Context: an optimization exercise on an open-source flow, tuned for a short achievable clock period and few clock cycles per item. The choices shown serve that exercise and are no tape-out recipe.
The RTL was checked by simulation tests, not by an equivalence proof against the original design.
Power figures rest on the tool's default switching activity, not on a simulated workload.

==> flow/design.v <==
package mini_core_pkg;
	typedef logic [31:0] word_t;     
	typedef logic [31:0] addr_t;     
	typedef logic [4:0]  reg_idx_t;  
	typedef logic [6:0]  opcode_t;   
	localparam opcode_t OPC_OP     = 7'b0110011;
	localparam opcode_t OPC_OP_IMM = 7'b0010011;
	localparam opcode_t OPC_BRANCH = 7'b1100011;
	localparam opcode_t OPC_JAL    = 7'b1101111;
	localparam addr_t RESET_PC = 32'h0000_0000;
endpackage
`timescale 1ns/1ns
module fetch_unit #(
	parameter mini_core_pkg::addr_t EXC_VECTOR = 32'h0000_0080
) (
	input  logic                 clk,
	input  logic                 reset,
	input  logic                 except,
	input  logic                 redirect,
	input  mini_core_pkg::addr_t redirect_target,
	output mini_core_pkg::addr_t rom_addr,
	input  mini_core_pkg::word_t rom_data,
	output logic                 if_valid,
	output mini_core_pkg::addr_t if_pc,
	output mini_core_pkg::word_t if_inst
);
	mini_core_pkg::addr_t pc;        
	mini_core_pkg::addr_t pc_plus4;  
	mini_core_pkg::addr_t next_pc;   
	logic  flush;     
	assign pc_plus4 = pc + 32'd4;
	assign flush    = except | redirect;
	always_comb
	begin
		if (except)
			next_pc = EXC_VECTOR;
		else if (redirect)
			next_pc = redirect_target;      
		else
			next_pc = pc_plus4;
	end
	always_ff @(posedge clk)
	begin
		if (reset)
			pc <= mini_core_pkg::RESET_PC;
		else
			pc <= next_pc;
	end
	assign rom_addr = pc;
	always_ff @(posedge clk)
	begin
		if (reset)
			if_valid <= 1'b0;
		else
			if_valid <= ~flush;    
	end
	always_ff @(posedge clk)
	begin
		if_pc   <= pc;
		if_inst <= rom_data;
	end
endmodule
`timescale 1ns/1ns
module inst_rom #(
	parameter int ROM_WORDS = 64
) (
	input  logic                 clk,
	input  logic                 we,
	input  mini_core_pkg::addr_t waddr,
	input  mini_core_pkg::word_t wdata,
	input  mini_core_pkg::addr_t addr,
	output mini_core_pkg::word_t data
);
	localparam int IDX_W = (ROM_WORDS > 1) ? $clog2(ROM_WORDS) : 1;
	mini_core_pkg::word_t             mem [ROM_WORDS];  
	logic [IDX_W-1:0]  rd_idx;           
	logic [IDX_W-1:0]  wr_idx;           
	assign rd_idx = IDX_W'((addr >> 2) % ROM_WORDS);
	assign wr_idx = IDX_W'((waddr >> 2) % ROM_WORDS);
	always_ff @(posedge clk)
	begin
		if (we)
			mem[wr_idx] <= wdata;
	end
	assign data = mem[rd_idx];   
endmodule
`timescale 1ns/1ns
module reg_file (
	input  logic                    clk,
	input  logic                    reset,
	input  mini_core_pkg::reg_idx_t rs1,
	input  mini_core_pkg::reg_idx_t rs2,
	output mini_core_pkg::word_t    rs1_data,
	output mini_core_pkg::word_t    rs2_data,
	input  logic                    we,
	input  mini_core_pkg::reg_idx_t rd,
	input  mini_core_pkg::word_t    wdata
);
	mini_core_pkg::word_t regs [32];    
	logic  wr_ok;        
	assign wr_ok = we && (rd != '0);
	always_ff @(posedge clk)
	begin
		if (reset)
		begin
			for (int i = 0; i < 32; i++)
				regs[i] <= '0;
		end
		else if (wr_ok)
			regs[rd] <= wdata;
	end
	assign rs1_data = (rs1 == '0)               ? '0    :
	                  (wr_ok && (rd == rs1))    ? wdata : regs[rs1];
	assign rs2_data = (rs2 == '0)               ? '0    :
	                  (wr_ok && (rd == rs2))    ? wdata : regs[rs2];
endmodule
`timescale 1ns/1ns
module decode_unit (
	input  logic                    clk,
	input  logic                    reset,
	input  logic                    flush,
	input  logic                    if_valid,
	input  mini_core_pkg::addr_t    if_pc,
	input  mini_core_pkg::word_t    if_inst,
	output mini_core_pkg::reg_idx_t rs1,
	output mini_core_pkg::reg_idx_t rs2,
	input  mini_core_pkg::word_t    rs1_data,
	input  mini_core_pkg::word_t    rs2_data,
	output logic                    id_valid,
	output mini_core_pkg::addr_t    id_pc,
	output mini_core_pkg::opcode_t  id_opcode,
	output logic [2:0]              id_funct3,
	output logic                    id_sub,
	output mini_core_pkg::reg_idx_t id_rd,
	output mini_core_pkg::word_t    id_rs1_val,
	output mini_core_pkg::word_t    id_rs2_val,
	output mini_core_pkg::word_t    id_imm
);
	mini_core_pkg::opcode_t    opcode;
	logic [2:0] funct3;
	mini_core_pkg::reg_idx_t   rd;
	logic       sub;
	mini_core_pkg::word_t      imm_i;
	mini_core_pkg::word_t      imm_b;
	mini_core_pkg::word_t      imm_j;
	mini_core_pkg::word_t      imm;
	assign opcode = if_inst[6:0];
	assign rd     = if_inst[11:7];
	assign funct3 = if_inst[14:12];
	assign rs1    = if_inst[19:15];    
	assign rs2    = if_inst[24:20];
	assign sub = (opcode == mini_core_pkg::OPC_OP) && if_inst[30];
	assign imm_i = {{20{if_inst[31]}}, if_inst[31:20]};
	assign imm_b = {{19{if_inst[31]}}, if_inst[31], if_inst[7],
	                if_inst[30:25], if_inst[11:8], 1'b0};
	assign imm_j = {{11{if_inst[31]}}, if_inst[31], if_inst[19:12],
	                if_inst[20], if_inst[30:21], 1'b0};
	always_comb
	begin
		case (opcode)
			mini_core_pkg::OPC_OP_IMM: imm = imm_i;
			mini_core_pkg::OPC_BRANCH: imm = imm_b;
			mini_core_pkg::OPC_JAL:    imm = imm_j;
			default:    imm = '0;    
		endcase
	end
	always_ff @(posedge clk)
	begin
		if (reset)
			id_valid <= 1'b0;
		else if (flush)
			id_valid <= 1'b0;      
		else
			id_valid <= if_valid;
	end
	always_ff @(posedge clk)
	begin
		id_pc      <= if_pc;
		id_opcode  <= opcode;
		id_funct3  <= funct3;
		id_sub     <= sub;
		id_rd      <= rd;
		id_rs1_val <= rs1_data;    
		id_rs2_val <= rs2_data;
		id_imm     <= imm;
	end
endmodule
`timescale 1ns/1ns
module execute_unit (
	input  logic                    id_valid,
	input  mini_core_pkg::addr_t    id_pc,
	input  mini_core_pkg::opcode_t  id_opcode,
	input  logic [2:0]              id_funct3,
	input  logic                    id_sub,
	input  mini_core_pkg::reg_idx_t id_rd,
	input  mini_core_pkg::word_t    id_rs1_val,
	input  mini_core_pkg::word_t    id_rs2_val,
	input  mini_core_pkg::word_t    id_imm,
	output logic                    redirect,
	output mini_core_pkg::addr_t    redirect_target,
	output logic                    retire_valid,
	output mini_core_pkg::addr_t    retire_pc,
	output logic                    wb_en,
	output mini_core_pkg::reg_idx_t wb_rd,
	output mini_core_pkg::word_t    wb_data
);
	localparam logic [2:0] F3_ADD = 3'b000;    
	localparam logic [2:0] F3_BEQ = 3'b000;
	localparam logic [2:0] F3_BNE = 3'b001;
	logic  is_alu;      
	logic  is_jal;
	logic  is_branch;   
	logic  rs_equal;
	logic  br_taken;
	mini_core_pkg::word_t operand_b;
	mini_core_pkg::word_t alu_out;
	mini_core_pkg::addr_t link_pc;
	function automatic logic [31:0] add32(input logic [31:0] x, input logic [31:0] y,
	                                      input logic cin);
		logic [31:0] p, g, gn, pn;
		p    = x ^ y;
		g    = x & y;
		g[0] = g[0] | (p[0] & cin);
		pn   = p;
		for (int l = 0; l < 5; l++)
		begin
			gn = g;
			for (int i = 0; i < 32; i++)
				if (i >= (1 << l))
					gn[i] = g[i] | (pn[i] & g[i - (1 << l)]);
			for (int i = 31; i >= 0; i--)
				if (i >= (1 << l))
					pn[i] = pn[i] & pn[i - (1 << l)];
			g = gn;
		end
		add32 = p ^ {g[30:0], cin};
	endfunction
	assign is_alu    = ((id_opcode == mini_core_pkg::OPC_OP) || (id_opcode == mini_core_pkg::OPC_OP_IMM))
	                   && (id_funct3 == F3_ADD);
	assign is_jal    = (id_opcode == mini_core_pkg::OPC_JAL);
	assign is_branch = (id_opcode == mini_core_pkg::OPC_BRANCH)
	                   && ((id_funct3 == F3_BEQ) || (id_funct3 == F3_BNE));
	assign operand_b = (id_opcode == mini_core_pkg::OPC_OP) ? id_rs2_val : id_imm;
	assign alu_out   = add32(id_rs1_val, id_sub ? ~operand_b : operand_b, id_sub);
	assign rs_equal = (id_rs1_val == id_rs2_val);
	assign br_taken = is_branch &&
	                  (((id_funct3 == F3_BEQ) &&  rs_equal) ||
	                   ((id_funct3 == F3_BNE) && !rs_equal));
	assign link_pc = add32(id_pc, 32'd4, 1'b0);    
	assign redirect        = id_valid && (br_taken || is_jal);
	assign redirect_target = add32(id_pc, id_imm, 1'b0);    
	assign retire_valid = id_valid;    
	assign retire_pc    = id_pc;
	assign wb_en   = id_valid && (is_alu || is_jal) && (id_rd != '0);
	assign wb_rd   = id_rd;
	assign wb_data = is_jal ? link_pc : alu_out;
endmodule
`timescale 1ns/1ns
module mini_core #(
	parameter int                   ROM_WORDS  = 64,
	parameter mini_core_pkg::addr_t EXC_VECTOR = 32'h0000_0080
) (
	input  logic                    clk,
	input  logic                    reset,
	input  logic                    except,
	input  logic                    prog_we,
	input  mini_core_pkg::addr_t    prog_addr,
	input  mini_core_pkg::word_t    prog_data,
	output logic                    retire_valid,
	output mini_core_pkg::addr_t    retire_pc,
	output logic                    wb_en,
	output mini_core_pkg::reg_idx_t wb_rd,
	output mini_core_pkg::word_t    wb_data
);
	mini_core_pkg::addr_t    rom_addr;
	mini_core_pkg::word_t    rom_data;
	logic     if_valid;
	mini_core_pkg::addr_t    if_pc;
	mini_core_pkg::word_t    if_inst;
	mini_core_pkg::reg_idx_t rs1;
	mini_core_pkg::reg_idx_t rs2;
	mini_core_pkg::word_t    rs1_data;
	mini_core_pkg::word_t    rs2_data;
	logic     id_valid;
	mini_core_pkg::addr_t    id_pc;
	mini_core_pkg::opcode_t  id_opcode;
	logic [2:0] id_funct3;
	logic     id_sub;
	mini_core_pkg::reg_idx_t id_rd;
	mini_core_pkg::word_t    id_rs1_val;
	mini_core_pkg::word_t    id_rs2_val;
	mini_core_pkg::word_t    id_imm;
	logic     redirect;
	mini_core_pkg::addr_t    redirect_target;
	logic     id_flush;    
	assign id_flush = except | redirect;
	fetch_unit #(.EXC_VECTOR(EXC_VECTOR)) i_fetch_unit (
		.clk(clk), .reset(reset), .except(except), .redirect(redirect),
		.redirect_target(redirect_target), .rom_addr(rom_addr), .rom_data(rom_data),
		.if_valid(if_valid), .if_pc(if_pc), .if_inst(if_inst)
	);
	inst_rom #(.ROM_WORDS(ROM_WORDS)) i_inst_rom (
		.clk(clk), .we(prog_we), .waddr(prog_addr), .wdata(prog_data),
		.addr(rom_addr), .data(rom_data)
	);
	decode_unit i_decode_unit (
		.clk(clk), .reset(reset), .flush(id_flush),
		.if_valid(if_valid), .if_pc(if_pc), .if_inst(if_inst),
		.rs1(rs1), .rs2(rs2), .rs1_data(rs1_data), .rs2_data(rs2_data),
		.id_valid(id_valid), .id_pc(id_pc), .id_opcode(id_opcode),
		.id_funct3(id_funct3), .id_sub(id_sub), .id_rd(id_rd),
		.id_rs1_val(id_rs1_val), .id_rs2_val(id_rs2_val), .id_imm(id_imm)
	);
	reg_file i_reg_file (
		.clk(clk), .reset(reset), .rs1(rs1), .rs2(rs2),
		.rs1_data(rs1_data), .rs2_data(rs2_data),
		.we(wb_en), .rd(wb_rd), .wdata(wb_data)
	);
	execute_unit i_execute_unit (
		.id_valid(id_valid), .id_pc(id_pc), .id_opcode(id_opcode),
		.id_funct3(id_funct3), .id_sub(id_sub), .id_rd(id_rd),
		.id_rs1_val(id_rs1_val), .id_rs2_val(id_rs2_val), .id_imm(id_imm),
		.redirect(redirect), .redirect_target(redirect_target),
		.retire_valid(retire_valid), .retire_pc(retire_pc),
		.wb_en(wb_en), .wb_rd(wb_rd), .wb_data(wb_data)
	);
endmodule
export LEC_CHECK = 0
export ABC_CLOCK_PERIOD_IN_PS = 4000
export CAP_MARGIN = 20
export CORE_MARGIN = 2
export CORE_UTILIZATION = 40
export PLACE_DENSITY = 0.55
export SLEW_MARGIN = 20
export TNS_END_PERCENT = 100
create_clock -name core_clock -period 10.0 [get_ports {clk}]
standard.sh (not shown) runs the stock make flow with config.mk's settings and CLKGATE_MAP_FILE= SYNTH_SCRIPT=/design/flow/synth_recipe.tcl, a recipe that flattens the netlist after the stock synthesis.
==> flow/flow/run.sh <==
#!/bin/bash
set -euo pipefail
bash standard.sh SETUP_SLACK_MARGIN=5.5 place > make_place.log 2>&1
bash standard.sh SETUP_SLACK_MARGIN=5.0 finish > make_finish.log 2>&1
The baseline passed the timing, design-rule and antenna checks.
Testbench counts at the start, summed over its fixed seeds: cycles 51,588, retired 32,000.
Change:
--- a/flow/design.v
+++ b/flow/design.v
@@ -215,40 +215,21 @@
 	mini_core_pkg::word_t operand_b;
 	mini_core_pkg::word_t alu_out;
 	mini_core_pkg::addr_t link_pc;
-	function automatic logic [31:0] add32(input logic [31:0] x, input logic [31:0] y,
-	                                      input logic cin);
-		logic [31:0] p, g, gn, pn;
-		p    = x ^ y;
-		g    = x & y;
-		g[0] = g[0] | (p[0] & cin);
-		pn   = p;
-		for (int l = 0; l < 5; l++)
-		begin
-			gn = g;
-			for (int i = 0; i < 32; i++)
-				if (i >= (1 << l))
-					gn[i] = g[i] | (pn[i] & g[i - (1 << l)]);
-			for (int i = 31; i >= 0; i--)
-				if (i >= (1 << l))
-					pn[i] = pn[i] & pn[i - (1 << l)];
-			g = gn;
-		end
-		add32 = p ^ {g[30:0], cin};
-	endfunction
 	assign is_alu    = ((id_opcode == mini_core_pkg::OPC_OP) || (id_opcode == mini_core_pkg::OPC_OP_IMM))
 	                   && (id_funct3 == F3_ADD);
 	assign is_jal    = (id_opcode == mini_core_pkg::OPC_JAL);
 	assign is_branch = (id_opcode == mini_core_pkg::OPC_BRANCH)
 	                   && ((id_funct3 == F3_BEQ) || (id_funct3 == F3_BNE));
 	assign operand_b = (id_opcode == mini_core_pkg::OPC_OP) ? id_rs2_val : id_imm;
-	assign alu_out   = add32(id_rs1_val, id_sub ? ~operand_b : operand_b, id_sub);
+	assign alu_out   = id_sub ? (id_rs1_val - operand_b)
+	                          : (id_rs1_val + operand_b);
 	assign rs_equal = (id_rs1_val == id_rs2_val);
 	assign br_taken = is_branch &&
 	                  (((id_funct3 == F3_BEQ) &&  rs_equal) ||
 	                   ((id_funct3 == F3_BNE) && !rs_equal));
-	assign link_pc = add32(id_pc, 32'd4, 1'b0);    
+	assign link_pc = id_pc + 32'd4;    
 	assign redirect        = id_valid && (br_taken || is_jal);
-	assign redirect_target = add32(id_pc, id_imm, 1'b0);    
+	assign redirect_target = id_pc + id_imm;    
 	assign retire_valid = id_valid;    
 	assign retire_pc    = id_pc;
 	assign wb_en   = id_valid && (is_alu || is_jal) && (id_rd != '0);
Outcome: Sequential power is about the same. Register-to-register slack degrades by 0.10 ns. Worst hold slack is about the same. Combinational power increases by 130%. Setup slack got worse by 0.53 ns. Cell count came out higher by 0.68%. Synthesized area goes down by 0.35%. Synthesized cell count climbs by 0.92%.
Testbench counts after the change, summed over its fixed seeds: cycles 51,588, retired 32,000.

[afterwards: timing with drivers on the ports]
How much do the figures lean on ideal ports? The routed layouts below were timed once more, with nothing changed but the port constraints.
Step 1 (the two cells are an assumption about what drives the block):
set clk [get_ports {clk}]
set_driving_cell -lib_cell sky130_fd_sc_hd__clkbuf_16 $clk
set_driving_cell -lib_cell sky130_fd_sc_hd__buf_2 [delete_from_list [all_inputs] $clk]
Step 2 also shifts input and output timing later by t, the mid clock arrival at the registers, as if the neighbouring blocks saw the same clock.
a / b / c = no drivers / after step 1 / after step 2; a / b = the first two.
| run | t, ns | slack for setup (ns) | worst register clock-pin slew, ns | pins driven straight from the clock port |
|---|---|---|---|---|
| the first run | 1.038 | 3.009 / 2.904 / 3.942 | 0.06 / 0.06 | 1 |
| the second run | 1.023 | 2.478 / 2.371 / 3.395 | 0.07 / 0.07 | 1 |
After both steps setup and hold are still met in every run listed.
